Context: an optimization exercise on an open-source flow, tuned for small area and a short achievable clock period. The choices shown serve that exercise and are no tape-out recipe.
No activity file was given, so power comes from the tool's default toggle rates.

JK:
==> flow/design.v <==
module pcmInv (
    input  logic a,
    output logic y
);
    assign y = !a;
endmodule
module pcmNand2 (
    input  logic a, b,
    output logic y
);
    assign y = !(a && b);
endmodule
module pcmAnd3 (
    input  logic a, b, c,
    output logic y
);
    assign y = a && b && c;
endmodule
module pcmAnd4 (
    input  logic a, b, c, d,
    output logic y
);
    assign y = a && b && c && d;
endmodule
module pcmAo22 (
    input  logic a1, a2, b1, b2,
    output logic y
);
    assign y = (a1 && a2) || (b1 && b2);
endmodule
module pcmMux2 (
    input  logic a0, a1, s,
    output logic y
);
    assign y = s ? a1 : a0;
endmodule
module pcmAo22Hold (
    input  logic a1, a2, b1, b2,
    output logic y
);
    assign y = (a1 && a2) || (b1 && b2);
endmodule
module pcmAoi222 (
    input  logic a1, a2, b1, b2, c1, c2,
    output logic y
);
    assign y = !((a1 && a2) || (b1 && b2) || (c1 && c2));
endmodule
module pcmNand3 (
    input  logic a, b, c,
    output logic y
);
    assign y = !(a && b && c);
endmodule
module portalChannelFifo #(
    parameter int WIDTH = 32
) (
    input  logic             CLK,
    input  logic             RST_N,
    input  logic [WIDTH-1:0] enqData,
    input  logic             enq,
    input  logic             deq,
    output logic [WIDTH-1:0] first,
    output logic             notEmpty,
    output logic             notFull,
    output logic             full
);
    logic [WIDTH-1:0] head, headNext, inData;
    logic [WIDTH-1:0] buffer  [7];
    logic [WIDTH-1:0] bufNext [7];
    logic [7:0]       occ;
    logic             doEnq, doDeq, up, dn;
    logic             headLoad, headFromIn, bufShift, bufHold;
    logic [6:0]       rdSel;
    logic [8:0]       hSel;      
    assign notEmpty = occ[0];
    assign notFull  = !occ[7];
    assign full     = occ[7];
    assign first    = head;
    assign inData   = enqData;
    assign doEnq = enq && !occ[7];
    assign doDeq = deq && occ[0];
    assign up    = doEnq && !doDeq;
    assign dn    = doDeq && !doEnq;
    assign headFromIn = !occ[1] && (!occ[0] || deq);
    assign headLoad   = (doEnq && headFromIn) || (doDeq && occ[1]);
    assign bufShift   = doEnq && !headFromIn;
    assign bufHold    = !bufShift;
    for (genvar k = 0; k < 6; k++) begin : gSel
        assign rdSel[k] = occ[k+1] && !occ[k+2];
    end
    assign rdSel[6] = occ[7];
    for (genvar k = 0; k < 7; k++) begin : gHSel
        assign hSel[k] = deq && rdSel[k];
    end
    assign hSel[7] = enq && !occ[1] && (!occ[0] || deq);
    assign hSel[8] = !headLoad;
    for (genvar b = 0; b < WIDTH; b++) begin : gBit
        logic [2:0] t;
        pcmAoi222 uT0 (
            .a1(hSel[0]), .a2(buffer[0][b]), .b1(hSel[1]), .b2(buffer[1][b]),
            .c1(hSel[2]), .c2(buffer[2][b]), .y(t[0])
        );
        pcmAoi222 uT1 (
            .a1(hSel[3]), .a2(buffer[3][b]), .b1(hSel[4]), .b2(buffer[4][b]),
            .c1(hSel[5]), .c2(buffer[5][b]), .y(t[1])
        );
        pcmAoi222 uT2 (
            .a1(hSel[6]), .a2(buffer[6][b]), .b1(hSel[7]), .b2(inData[b]),
            .c1(hSel[8]), .c2(head[b]), .y(t[2])
        );
        pcmNand3 uHead (.a(t[0]), .b(t[1]), .c(t[2]), .y(headNext[b]));
        for (genvar k = 0; k < 7; k++) begin : gBuf
            pcmAo22Hold uHold (
                .a1(bufShift), .a2(k == 0 ? inData[b] : buffer[k-1][b]),
                .b1(bufHold),  .b2(buffer[k][b]),
                .y (bufNext[k][b])
            );
        end
    end
    always_ff @(posedge CLK) begin
        head <= headNext;
        for (int k = 0; k < 7; k++) buffer[k] <= bufNext[k];
    end
    always_ff @(posedge CLK or negedge RST_N) begin
        if (!RST_N)
            occ <= '0;
        else if (up)
            occ <= {occ[6:0], 1'b1};
        else if (dn)
            occ <= {1'b0, occ[7:1]};
    end
endmodule
module portal_channel_mux #(
    parameter int WIDTH = 32,
    parameter int NREQ  = 3,
    parameter int NIND  = 2,
    parameter int DEPTH = 8,
    parameter int SELW  = 2
) (
    input  logic                  CLK,
    input  logic                  RST_N,
    input  logic [WIDTH-1:0]      request_v,
    input  logic                  EN_request,
    input  logic [SELW-1:0]       select_request,
    output logic                  RDY_request,
    output logic                  request_not_full,
    output logic [WIDTH-1:0]      indication_data,
    input  logic                  EN_indication,
    input  logic [SELW-1:0]       select_indication,
    output logic                  RDY_indication,
    output logic                  indication_not_empty,
    input  logic [NIND-1:0]       ind_intr_mask,
    output logic [31:0]           ind_intr_channel,
    output logic [15:0]           drop_count,
    output logic [NREQ*WIDTH-1:0] req_first,
    output logic [NREQ-1:0]       req_valid,
    input  logic [NREQ-1:0]       req_deq,
    input  logic [NIND*WIDTH-1:0] ind_enq_v,
    input  logic [NIND-1:0]       ind_enq,
    output logic [NIND-1:0]       ind_not_full
);
    logic [NREQ-1:0][WIDTH-1:0] reqFirst;
    logic [NREQ-1:0]            reqNotEmpty, reqNotFull, reqFull, reqEnq;
    logic [NIND-1:0][WIDTH-1:0] indFirst;
    logic [NIND-1:0]            indNotEmpty, indNotFull, indDeq;
    logic        reqDrop;
    logic        indSelNotEmpty, indDrop;
    logic [15:0] dropCount;
    logic [1:0]  intrChannel;
    for (genvar i = 0; i < NREQ; i++) begin : gReq
        portalChannelFifo #(.WIDTH(WIDTH)) uFifo (
            .CLK      (CLK),
            .RST_N    (RST_N),
            .enqData  (request_v),
            .enq      (reqEnq[i]),
            .deq      (req_deq[i]),
            .first    (reqFirst[i]),
            .notEmpty (reqNotEmpty[i]),
            .notFull  (reqNotFull[i]),
            .full     (reqFull[i])
        );
        assign reqEnq[i] = EN_request && (select_request == SELW'(i));
    end
    for (genvar i = 0; i < NIND; i++) begin : gInd
        portalChannelFifo #(.WIDTH(WIDTH)) uFifo (
            .CLK      (CLK),
            .RST_N    (RST_N),
            .enqData  (ind_enq_v[i*WIDTH +: WIDTH]),
            .enq      (ind_enq[i]),
            .deq      (indDeq[i]),
            .first    (indFirst[i]),
            .notEmpty (indNotEmpty[i]),
            .notFull  (indNotFull[i]),
            .full     ()
        );
        assign indDeq[i] = EN_indication && (select_indication == SELW'(i));
    end
    assign req_first    = reqFirst;
    assign req_valid    = reqNotEmpty;
    assign ind_not_full = indNotFull;
    logic [1:0] reqSelN;
    logic [2:0] reqHold;
    logic       reqNotSink;
    pcmInv   uReqSelN0 (.a(select_request[0]), .y(reqSelN[0]));
    pcmInv   uReqSelN1 (.a(select_request[1]), .y(reqSelN[1]));
    pcmNand3 uHold0 (.a(reqSelN[1]),        .b(reqSelN[0]),        .c(reqFull[0]), .y(reqHold[0]));
    pcmNand3 uHold1 (.a(reqSelN[1]),        .b(select_request[0]), .c(reqFull[1]), .y(reqHold[1]));
    pcmNand3 uHold2 (.a(select_request[1]), .b(reqSelN[0]),        .c(reqFull[2]), .y(reqHold[2]));
    pcmNand2 uNotSink (.a(select_request[1]), .b(select_request[0]), .y(reqNotSink));
    pcmAnd3 uRdyReq (.a(reqHold[0]), .b(reqHold[1]), .c(reqHold[2]), .y(RDY_request));
    pcmAnd4 uReqNotFull (
        .a(reqHold[0]), .b(reqHold[1]), .c(reqHold[2]), .d(reqNotSink),
        .y(request_not_full)
    );
    assign reqDrop = EN_request && !request_not_full;
    logic [1:0] indDec;
    assign indDec[0] = !select_indication[1] && !select_indication[0];
    assign indDec[1] = !select_indication[1] &&  select_indication[0];
    pcmAo22 uRdyInd (
        .a1(indDec[0]), .a2(indNotEmpty[0]),
        .b1(indDec[1]), .b2(indNotEmpty[1]),
        .y (indSelNotEmpty)
    );
    for (genvar b = 0; b < WIDTH; b++) begin : gIndData
        pcmMux2 uData (
            .a0(indFirst[0][b]), .a1(indFirst[1][b]), .s(select_indication[0]),
            .y (indication_data[b])
        );
    end
    assign RDY_indication       = indSelNotEmpty;
    assign indication_not_empty = indSelNotEmpty;
    assign indDrop              = EN_indication && !indSelNotEmpty;
    always_ff @(posedge CLK or negedge RST_N) begin
        if (!RST_N)
            dropCount <= '0;
        else if ((reqDrop || indDrop) && (dropCount != 16'hFFFF))
            dropCount <= dropCount + 16'd1;
    end
    assign drop_count = dropCount;
    always_ff @(posedge CLK or negedge RST_N) begin
        if (!RST_N) begin
            intrChannel <= '0;
        end else begin
            intrChannel[0] <= indNotEmpty[0] && ind_intr_mask[0];
            intrChannel[1] <= !(indNotEmpty[0] && ind_intr_mask[0]) &&
                              indNotEmpty[1] && ind_intr_mask[1];
        end
    end
    assign ind_intr_channel = {30'd0, intrChannel};
endmodule
clock: 4.2 ns
lec_check: 0
cap_margin: 20
core_margin: 2
core_utilization: 55
cts_cluster_diameter: 80
cts_cluster_size: 28
place_density: 0.68
setup_slack_margin: 1.7
slew_margin: 20
synth_hierarchical: 1
synth_minimum_keep_size: 0
standard.sh (not shown) runs the stock make flow with config.mk's settings and CLKGATE_MAP_FILE= SYNTH_SCRIPT=/design/flow/synth_recipe.tcl, a recipe that flattens the netlist after the stock synthesis.
==> flow/flow/run.sh <==
#!/bin/bash
# Standard ORFS layout (the standard.sh) with two changes:
#  - port buffers are plain buf_1 cells instead of the resizer's default pick;
#  - CTS inserts no dummy balancing loads.
# Each ORFS step writes its full log under orfs/logs; make's own output goes to standard.log.
export BUFFER_PORTS_ARGS="-buffer_cell sky130_fd_sc_hd__buf_1"
export CTS_ARGS="-sink_clustering_enable -repair_clock_nets -sink_clustering_size 28 -sink_clustering_max_diameter 80 -dont_use_dummy_load"
bash standard.sh > standard.log 2>&1
Inputs modified between JK and MS:
-- flow/design.v --
<<< JK, line 1
module pcmInv (
    input  logic a,
    output logic y
);
    assign y = !a;
endmodule
module pcmNand2 (
    input  logic a, b,
>>> MS, line 1
module pcmNand2 (
    input  logic a, b,
<<< JK, line 29
    assign y = (a1 && a2) || (b1 && b2);
endmodule
module pcmMux2 (
    input  logic a0, a1, s,
    output logic y
);
    assign y = s ? a1 : a0;
endmodule
module pcmAo22Hold (
>>> MS, line 23
    assign y = (a1 && a2) || (b1 && b2);
endmodule
module pcmNand2b (
    input  logic a_n, b,
    output logic y
);
    assign y = !(!a_n && b);
endmodule
module pcmAo22Hold (
<<< JK, line 54
endmodule
module portalChannelFifo #(
    parameter int WIDTH = 32
) (
    input  logic             CLK,
>>> MS, line 48
endmodule
module portalChannelFifo #(
    parameter int WIDTH = 32,
    parameter bit INV   = 1'b0    
) (
    input  logic             CLK,
<<< JK, line 78
    assign full     = occ[7];
    assign first    = head;
    assign inData   = enqData;
    assign doEnq = enq && !occ[7];
    assign doDeq = deq && occ[0];
>>> MS, line 73
    assign full     = occ[7];
    assign first    = head;
    assign inData   = INV ? ~enqData : enqData;
    assign doEnq = enq && !occ[7];
    assign doDeq = deq && occ[0];
<<< JK, line 200
    assign req_valid    = reqNotEmpty;
    assign ind_not_full = indNotFull;
    logic [1:0] reqSelN;
    logic [2:0] reqHold;
    logic       reqNotSink;
    pcmInv   uReqSelN0 (.a(select_request[0]), .y(reqSelN[0]));
    pcmInv   uReqSelN1 (.a(select_request[1]), .y(reqSelN[1]));
    pcmNand3 uHold0 (.a(reqSelN[1]),        .b(reqSelN[0]),        .c(reqFull[0]), .y(reqHold[0]));
    pcmNand3 uHold1 (.a(reqSelN[1]),        .b(select_request[0]), .c(reqFull[1]), .y(reqHold[1]));
    pcmNand3 uHold2 (.a(select_request[1]), .b(reqSelN[0]),        .c(reqFull[2]), .y(reqHold[2]));
    pcmNand2 uNotSink (.a(select_request[1]), .b(select_request[0]), .y(reqNotSink));
    pcmAnd3 uRdyReq (.a(reqHold[0]), .b(reqHold[1]), .c(reqHold[2]), .y(RDY_request));
    pcmAnd4 uReqNotFull (
>>> MS, line 195
    assign req_valid    = reqNotEmpty;
    assign ind_not_full = indNotFull;
    logic [2:0] reqDec;
    logic       reqNotSink;
    assign reqDec[0]  = !select_request[1] && !select_request[0];
    assign reqDec[1]  = !select_request[1] &&  select_request[0];
    assign reqDec[2]  =  select_request[1] && !select_request[0];
    assign reqNotSink = !(select_request[1] && select_request[0]);
    logic [2:0] reqHold;
    for (genvar i = 0; i < NREQ; i++) begin : gReqHold
        pcmNand2 uHold (.a(reqDec[i]), .b(reqFull[i]), .y(reqHold[i]));
    end
    pcmAnd3 uRdyReq (.a(reqHold[0]), .b(reqHold[1]), .c(reqHold[2]), .y(RDY_request));
    pcmAnd4 uReqNotFull (
<<< JK, line 224
    );
    for (genvar b = 0; b < WIDTH; b++) begin : gIndData
        pcmMux2 uData (
            .a0(indFirst[0][b]), .a1(indFirst[1][b]), .s(select_indication[0]),
            .y (indication_data[b])
        );
    end
    assign RDY_indication       = indSelNotEmpty;
>>> MS, line 220
    );
    for (genvar b = 0; b < WIDTH; b++) begin : gIndData
        logic [1:0] pick;
        pcmNand2b uPick0 (.a_n(select_indication[0]), .b(indFirst[0][b]), .y(pick[0]));
        pcmNand2  uPick1 (.a(select_indication[0]),   .b(indFirst[1][b]), .y(pick[1]));
        pcmNand2  uData  (.a(pick[0]), .b(pick[1]), .y(indication_data[b]));
    end
    assign RDY_indication       = indSelNotEmpty;
### Flow results
- Lower inverter count of the layout excluding clock inverters goes to MS over JK.
- In MS, the largest fanout on the critical path came out 3 below the value in JK.
- Worst setup slack after placement, JK and MS: smaller value in MS
- The higher number of multi-input combinational cells of JK and MS is in MS.
- MS reports a higher critical path depth than JK does.
- MS: synthesis-to-finish area growth is 0.60 points higher than what JK reported.
- The fraction of the mapped netlist area in adder cells was comparable across JK and MS.
- [compare] base=JK new=MS: post-route standard cell area excluding fillers grew by 0.46%; detailed-route wire length grew by about 1.5%; total power held steady.
No run of this note included a check of the RTL's function; only the layout flow was run.

-- separate check: timing with driven ports --
How much do the figures lean on ideal ports? The routed layouts below were timed once more, with nothing changed but the port constraints. Step 1: set_driving_cell puts a clkbuf_16 on CLK and a buf_2 on each other input, an assumption about the parent block. Step 2 also shifts input and output timing later by t, the mid clock arrival at the registers, as if the neighbouring blocks saw the same clock. Slacks: ideal ports / drivers / drivers and shift; pairs: ideal ports / drivers.
run | t (ns) | setup WS [ns] | worst setup path at the end
JK | 0.703 | 1.707 / 1.655 / 1.107 | input to register
MS | 0.706 | 1.681 / 1.561 / 1.099 | input to register
After both steps setup and hold are still met in every run listed. The setup slack of JK, which loses most, moves by -0.052 ns with the drivers and by -0.600 ns with both steps.
